This is an optimization exercise on Yosys and OpenROAD, whose aim is small area, not a production implementation.
The RTL was checked by simulation tests, not by an equivalence proof against the original design.

<file path="flow/config.mk">
export PLATFORM = sky130hd
export DESIGN_NAME = data_path
export DESIGN_NICKNAME = data_path
export VERILOG_FILES = /design/flow/design.v
export SDC_FILE = /design/flow/constraint.sdc
export NUM_CORES = 4
export LEC_CHECK = 0
export CAP_MARGIN = 20
export CORE_MARGIN = 2
export CORE_UTILIZATION = 40
export SLEW_MARGIN = 20
</file>
<file path="flow/design.v">
module data_path #(
    parameter int WIDTH = 32
) (
    input  logic             clk,
    input  logic             reset,
    input  logic [15:0]      Rout,
    input  logic             HIout, LOout, Zhighout, Zlowout, PCout, IRout,
    input  logic             MDRout, INout, Cout, Yout, MARout,
    input  logic [15:0]      Rin,
    input  logic             HIin, LOin, PCin, IRin, Zin, Yin, MARin, MDRin,
    input  logic             Read, IncPC,
    input  logic             ADD, SUB, AND, OR, MUL, DIV, SHR, SHRA, SHL, ROR, ROL, NEG, NOT,
    input  logic [WIDTH-1:0] IN,
    output logic [WIDTH-1:0] BusMuxOut,
    output logic [WIDTH-1:0] PC,
    output logic [WIDTH-1:0] PC_PLUS_1
);
    localparam int ZW = 2 * WIDTH;
    logic [WIDTH-1:0] r_gpr [16];
    logic [WIDTH-1:0] r_hi, r_lo, r_pc, r_ir, r_mar, r_mdr, r_y;
    logic [ZW-1:0]    r_z;
    logic [WIDTH-1:0] w_bus, w_c, w_pc_plus_1;
    logic [WIDTH-1:0] w_a, w_b;
    logic [4:0]       w_sh;
    logic             w_ovf;
    logic [5:0]       w_sh_c;
    logic [WIDTH-1:0] w_sum, w_diff, w_shr, w_sra, w_shl, w_ror, w_rol, w_neg;
    logic signed [WIDTH-1:0] w_quo, w_rem;
    logic signed [ZW-1:0]    w_prod;
    logic [ZW-1:0]    w_alu;
    assign w_c         = {{(WIDTH-19){r_ir[18]}}, r_ir[18:0]};
    assign w_pc_plus_1 = r_pc + 1'b1;
    always_comb begin
        w_bus = '0;
        if (MARout)   w_bus = r_mar;
        if (Yout)     w_bus = r_y;
        if (Cout)     w_bus = w_c;
        if (INout)    w_bus = IN;
        if (MDRout)   w_bus = r_mdr;
        if (IRout)    w_bus = r_ir;
        if (PCout)    w_bus = r_pc;
        if (Zlowout)  w_bus = r_z[WIDTH-1:0];
        if (Zhighout) w_bus = r_z[ZW-1:WIDTH];
        if (LOout)    w_bus = r_lo;
        if (HIout)    w_bus = r_hi;
        for (int i = 15; i >= 0; i--) begin
            if (Rout[i]) w_bus = r_gpr[i];
        end
    end
    assign w_a    = r_y;
    assign w_b    = w_bus;
    assign w_sh   = w_b[4:0];
    assign w_sh_c = 6'(WIDTH) - {1'b0, w_sh};
    assign w_sum  = w_a + w_b;
    assign w_diff = w_a - w_b;
    assign w_neg  = '0 - w_b;
    assign w_prod = $signed({{WIDTH{w_a[WIDTH-1]}}, w_a}) * $signed({{WIDTH{w_b[WIDTH-1]}}, w_b});
    assign w_ovf  = (w_a == {1'b1, {(WIDTH-1){1'b0}}}) && (w_b == '1);
    assign w_quo  = w_ovf ? $signed({1'b1, {(WIDTH-1){1'b0}}}) : $signed(w_a) / $signed(w_b);
    assign w_rem  = w_ovf ? $signed({WIDTH{1'b0}}) : $signed(w_a) % $signed(w_b);
    assign w_shr  = w_a >> w_sh;
    assign w_sra  = WIDTH'($signed(w_a) >>> w_sh);
    assign w_shl  = w_a << w_sh;
    assign w_ror  = (w_a >> w_sh) | (w_a << w_sh_c);
    assign w_rol  = (w_a << w_sh) | (w_a >> w_sh_c);
    always_comb begin
        w_alu = '0;
        if (ADD)       w_alu = {{WIDTH{w_sum[WIDTH-1]}}, w_sum};
        else if (SUB)  w_alu = {{WIDTH{w_diff[WIDTH-1]}}, w_diff};
        else if (AND)  w_alu = {{WIDTH{1'b0}}, w_a & w_b};
        else if (OR)   w_alu = {{WIDTH{1'b0}}, w_a | w_b};
        else if (MUL)  w_alu = w_prod;
        else if (DIV)  w_alu = (w_b == '0) ? '0 : {w_rem, w_quo};
        else if (SHR)  w_alu = {{WIDTH{1'b0}}, w_shr};
        else if (SHRA) w_alu = {{WIDTH{1'b0}}, w_sra};
        else if (SHL)  w_alu = {{WIDTH{1'b0}}, w_shl};
        else if (ROR)  w_alu = {{WIDTH{1'b0}}, w_ror};
        else if (ROL)  w_alu = {{WIDTH{1'b0}}, w_rol};
        else if (NEG)  w_alu = {{WIDTH{1'b0}}, w_neg};
        else if (NOT)  w_alu = {{WIDTH{1'b0}}, ~w_b};
    end
    always_ff @(posedge clk or negedge reset) begin
        if (!reset) begin
            for (int i = 0; i < 16; i++) r_gpr[i] <= '0;
            r_hi  <= '0;
            r_lo  <= '0;
            r_pc  <= '0;
            r_ir  <= '0;
            r_mar <= '0;
            r_mdr <= '0;
            r_y   <= '0;
            r_z   <= '0;
        end else begin
            for (int i = 0; i < 16; i++) begin
                if (Rin[i]) r_gpr[i] <= w_bus;
            end
            if (HIin)  r_hi  <= w_bus;
            if (LOin)  r_lo  <= w_bus;
            if (IRin)  r_ir  <= w_bus;
            if (Yin)   r_y   <= w_bus;
            if (MARin) r_mar <= w_bus;
            if (MDRin) r_mdr <= Read ? IN : w_bus;
            if (PCin)  r_pc  <= IncPC ? w_pc_plus_1 : w_bus;
            if (Zin)   r_z   <= w_alu;
        end
    end
    assign BusMuxOut = w_bus;
    assign PC        = r_pc;
    assign PC_PLUS_1 = w_pc_plus_1;
endmodule
</file>
<file path="flow/constraint.sdc">
create_clock -name core_clock -period 125.0 [get_ports {clk}]
set_input_delay 25.0000 -clock core_clock [delete_from_list [all_inputs] [get_ports {clk}]]
set_output_delay 25.0000 -clock core_clock [all_outputs]
set_load 0.01 [all_outputs]
</file>
<file path="flow/run.sh">
#!/bin/bash
# synth_recipe.tcl (not shown) runs the flow's synth.tcl, then flattens the netlist and writes it again
# the make line also repeats each setting of config.mk as NAME=value (left out here)
make -C /OpenROAD-flow-scripts/flow DESIGN_CONFIG=/design/flow/config.mk WORK_HOME=/design/flow/orfs CLKGATE_MAP_FILE= SYNTH_SCRIPT=/design/flow/synth_recipe.tcl finish
</file>
==> flow_metrics.py <==
metrics = {
    "routing": {
        "avgRoutedWirePerCell_um": 33.9,
        "drt_drc_violations_left": 0,
        "detail_route.wirelength_mm": 657,
        "drt_iter0_markers": 17300,
        "routed_via_density": 6.48,
        "detailedRoute.firstPassIterationCount": 9,
        "drtAntennaViolNets": 0,
        "dr_total_vias": 126000,
    },
    "worst_setup_path": {
        "r2r_setup_slack_ps": 28390,
        "worst-endpoint-arrival_ps": 121200,
        "r2r_start": "r_y[10]$_DFFE_PN0P_",
        "critPathSlowestCell": "a211oi_1",
        "timing.critical_path.from": "Rout[13]",
        "critPathMaxStageDelay_ps": 740,
        "cp-start-kind": "input port",
        "worstRegToRegCells": 419,
        "worst_ep_required_time_ps": 125550,
        "r2r_end": "r_z[9]$_DFFE_PN0P_",
        "crit_top_cell": "a21o_1",
        "timing.setup.critical_path_class": "input port to flop",
        "critical_path.endpoint_type": "flop",
        "crit_path_max_fanout": 38,
        "timing.critical_path.to": "r_z[9]$_DFFE_PN0P_",
    },
    "logic_synthesis": {
        "commonest_cells_post_synth": "nand2_1 (1792), nor2_1 (1673), inv_1 (1370), a21oi_1 (1350), fa_1 (1085)",
        "post-synth-top-area-fraction_pct": 17.9,
        "synth.ff_latch_count": 800,
        "cell_with_the_most_instances_after_synthesis": "nand2_1",
        "ys_warn_count": 2,
        "ys_seq_area_share_pct": 16.5,
        "synth_area_leader_cell": "fa_1",
        "synth_area_per_cell_um2": 7.93,
        "postSynth.asyncResetShare_pct": 100,
        "yosys_most_used_dff": "dfrtp_1",
        "synth_unique_cells": 133,
        "synthesis.instances": 15300,
        "leading_cell_types_by_total_area_after_synthesis": "fa_1 (18%), dfrtp_1 (16%), ha_1 (8.3%), a21oi_1 (5.6%), nand2_1 (5.5%)",
        "mappedNetlistArea_um2": 122000,
        "synth_edf_count": 0,
        "mappedNetlistNets": 17300,
    },
    "grt": {
        "grt_first_pass_wirelength_mm": 919,
        "grt_usage_pct": 41.5,
        "grt_overflow_total": 0,
        "first_global_vias": 119000,
        "pin_count_of_the_biggest_net_entering_global_routing": 93,
        "initial_antenna_violation_count": 81,
    },
    "floorplan": {
        "floorplan.die_area_um2": 309000,
        "placementRows": 202,
        "fp.coreArea_um2": 303000,
        "num_io_pins": 196,
        "effective_utilization_at_floorplan_pct": 40.2,
        "chipHeight_um": 556,
        "chipWidth_um": 556,
    },
    "sta": {
        "clock-skew-final_ps": 52.3,
        "final-setup-viol-count": 0,
        "count_of_final_max_slew_check_failures": 0,
        "finalCriticalPeriod_ps": 120650,
        "fmax_mhz": 8.29,
        "timing.final.crit_share_pct": 96.5,
        "endpoints_failing_hold": 0,
        "max_slew.worst_pin.slew_ps": 1320,
        "slew_headroom_pct": 11.6,
    },
    "clock_network": {
        "cts_inserted_buffers": 86,
        "clock_sinks": 800,
        "clock_insertion_delay_worst_skew_ps": 730,
        "clock_tree_from_tritoncts": "built",
        "clk_root_buffer_cell": "clkbuf_16",
        "h-tree-depth": 3,
        "clock_tree.buffer_depth": 3,
        "reg_clk_slew_reported_paths_ps": 60,
    },
    "placed_design": {
        "post-dp-hpwl_mm": 505,
        "io_buffer_count": 195,
        "finalWeightedCongestion": 1.12,
    },
    "finish": {
        "final_core_util_pct": 44.3,
        "final_layout_size_suffix_gt1_share_pct": 10.7,
        "areaGrowthSynthToFinish_pct": 10.2,
        "final_net_count": 17300,
    },
    "status": {
        "run_status": "no timing/DRC/antenna violations",
    },
    "min_path": {
        "hold_class": "flop to flop",
    },
    "job": {
        "cap_viol_max_count": 0,
    },
}
-- stage by stage --
stage | std cells | setup TNS [ps] | hold slack [ps] | worst slack (ps) | cell area (µm²)
after floorplan | 15300 | 0 | 440 | 5080 | 122000
after global placement | 19100 | -30220 | 480 | -1540 | 130000
final | 19400 | 0 | 497 | 4350 | 134000
after detailed placement | 19100 | -47770 | 477 | -1960 | 130000
after global routing | 19300 | -527 | 515 | -149 | 134000
after CTS | 19300 | 0 | 491 | 80.5 | 133000
-- final cells by class --
class	count	area, µm²
fill	30700	169000
multi-input combinational	12100	93500
sequential	800	20100
timing repair buffer	888	7150
inverter	1403	5320
tap	3978	4980
clock buffer	125	2530
clock inverter	33	443
antenna	63	158
-- flip-flops by register name (all words and copies together), names as in the netlist --
| name | cells |
|---|---|
| r_gpr | 512 |
| r_hi | 32 |
| r_ir | 32 |
| r_lo | 32 |
| r_mar | 32 |
| r_mdr | 32 |
| r_pc | 32 |
| r_y | 32 |
| r_z | 64 |
-- layer usage --
metal / global-route usage [%] / routed length (µm) / part of all wire [%] / vias to the layer above
met5: 0 / 387 / 0.059 / -
met4: 30.8 / 58400 / 8.9 / 56
met3: 13.2 / 81000 / 12 / 2167
met2: 59.3 / 269000 / 41 / 8488
met1: 52.2 / 248000 / 38 / 62100
li1: - / - / - / 52900
-- worst max-delay path, delay by kind of cell --
family          cells  cell delay (ps)
compound gates    240            55470
xor+xnor            1              250
fa+ha+maj          31             9430
buf+inv            33             6880
mux                 9             2420
simple gates      105            21340
-- what timing repair did --
action,4_1_cts,5_1_grt
hold buffers,0,0
buffers inserted,2,35
setup endpoints to repair,44,64
pin swaps,1,18
gates resized for setup,15,196
-- how the worst min path moves through the flow --
stage,start,endpoint,slack [ps],cells past startpoint
floorplan,r_z[6]$_DFFE_PN0P_,r_z[6]$_DFFE_PN0P_,440,2
global placement,r_z[33]$_DFFE_PN0P_,r_z[33]$_DFFE_PN0P_,480,1
detailed placement,r_z[57]$_DFFE_PN0P_,r_z[57]$_DFFE_PN0P_,480,1
CTS,r_z[57]$_DFFE_PN0P_,r_z[57]$_DFFE_PN0P_,490,1
global route,r_lo[21]$_DFFE_PN0P_,r_lo[21]$_DFFE_PN0P_,510,1
finish,r_z[34]$_DFFE_PN0P_,r_z[34]$_DFFE_PN0P_,500,1
-- kinds of logic (layout without fill, tap and decap cells) --
family / after synthesis / after routing / share of synthesized area [%]
flip-flops: 800 / 800 / 16.5
AND/OR/NAND/NOR: 4968 / 4968 / 18.4
buffers and inverters: 2445 / 2449 / 7.81
XOR/XNOR: 593 / 593 / 4.27
AO/OA/AOI/OAI: 4102 / 4102 / 22.1
multiplexers: 543 / 543 / 4.80
adder cells (fa/ha/maj): 1897 / 1897 / 26.2
other: 0 / 63 / 0
-- cells in the final DEF, fill, tap and decap left out, types with 188 or more instances in the layout --
master	n
nand3_1	228
a21o_1	244
ha_1	810
xnor2_1	374
nor2_1	1657
o21ai_0	658
xor2_1	188
fa_1	1084
inv_1	1349
mux2i_1	257
dfrtp_1	770
nand2_1	1788
mux2_2	276
a21oi_1	1340
buf_4	665
nor3_1	259

==> what the ideal ports hide <==
Ports are ideal in the flow. The routed layout listed here was re-timed in OpenROAD. Step 1, drivers: a clkbuf_16 drives clk and a buf_2 each remaining input, both assumed. Step 2 adds t to the input delays and takes it off the output delays; t is the mean of the earliest and latest rising clock arrival at the registers after step 1. Input paths then give back, and output paths get back, about the clock's delay inside the block. Slacks: ideal / step 1 / step 2; pairs: ideal / step 1.
shift t [ns]: 0.782
slack for setup (ns): 4.352 / 4.351 / 3.570
pins driven straight from the clock port: 1
After both steps setup and hold are still met in this run. For this run, drivers alone change the setup slack by -0.001 ns; drivers and shift together by -0.782 ns.
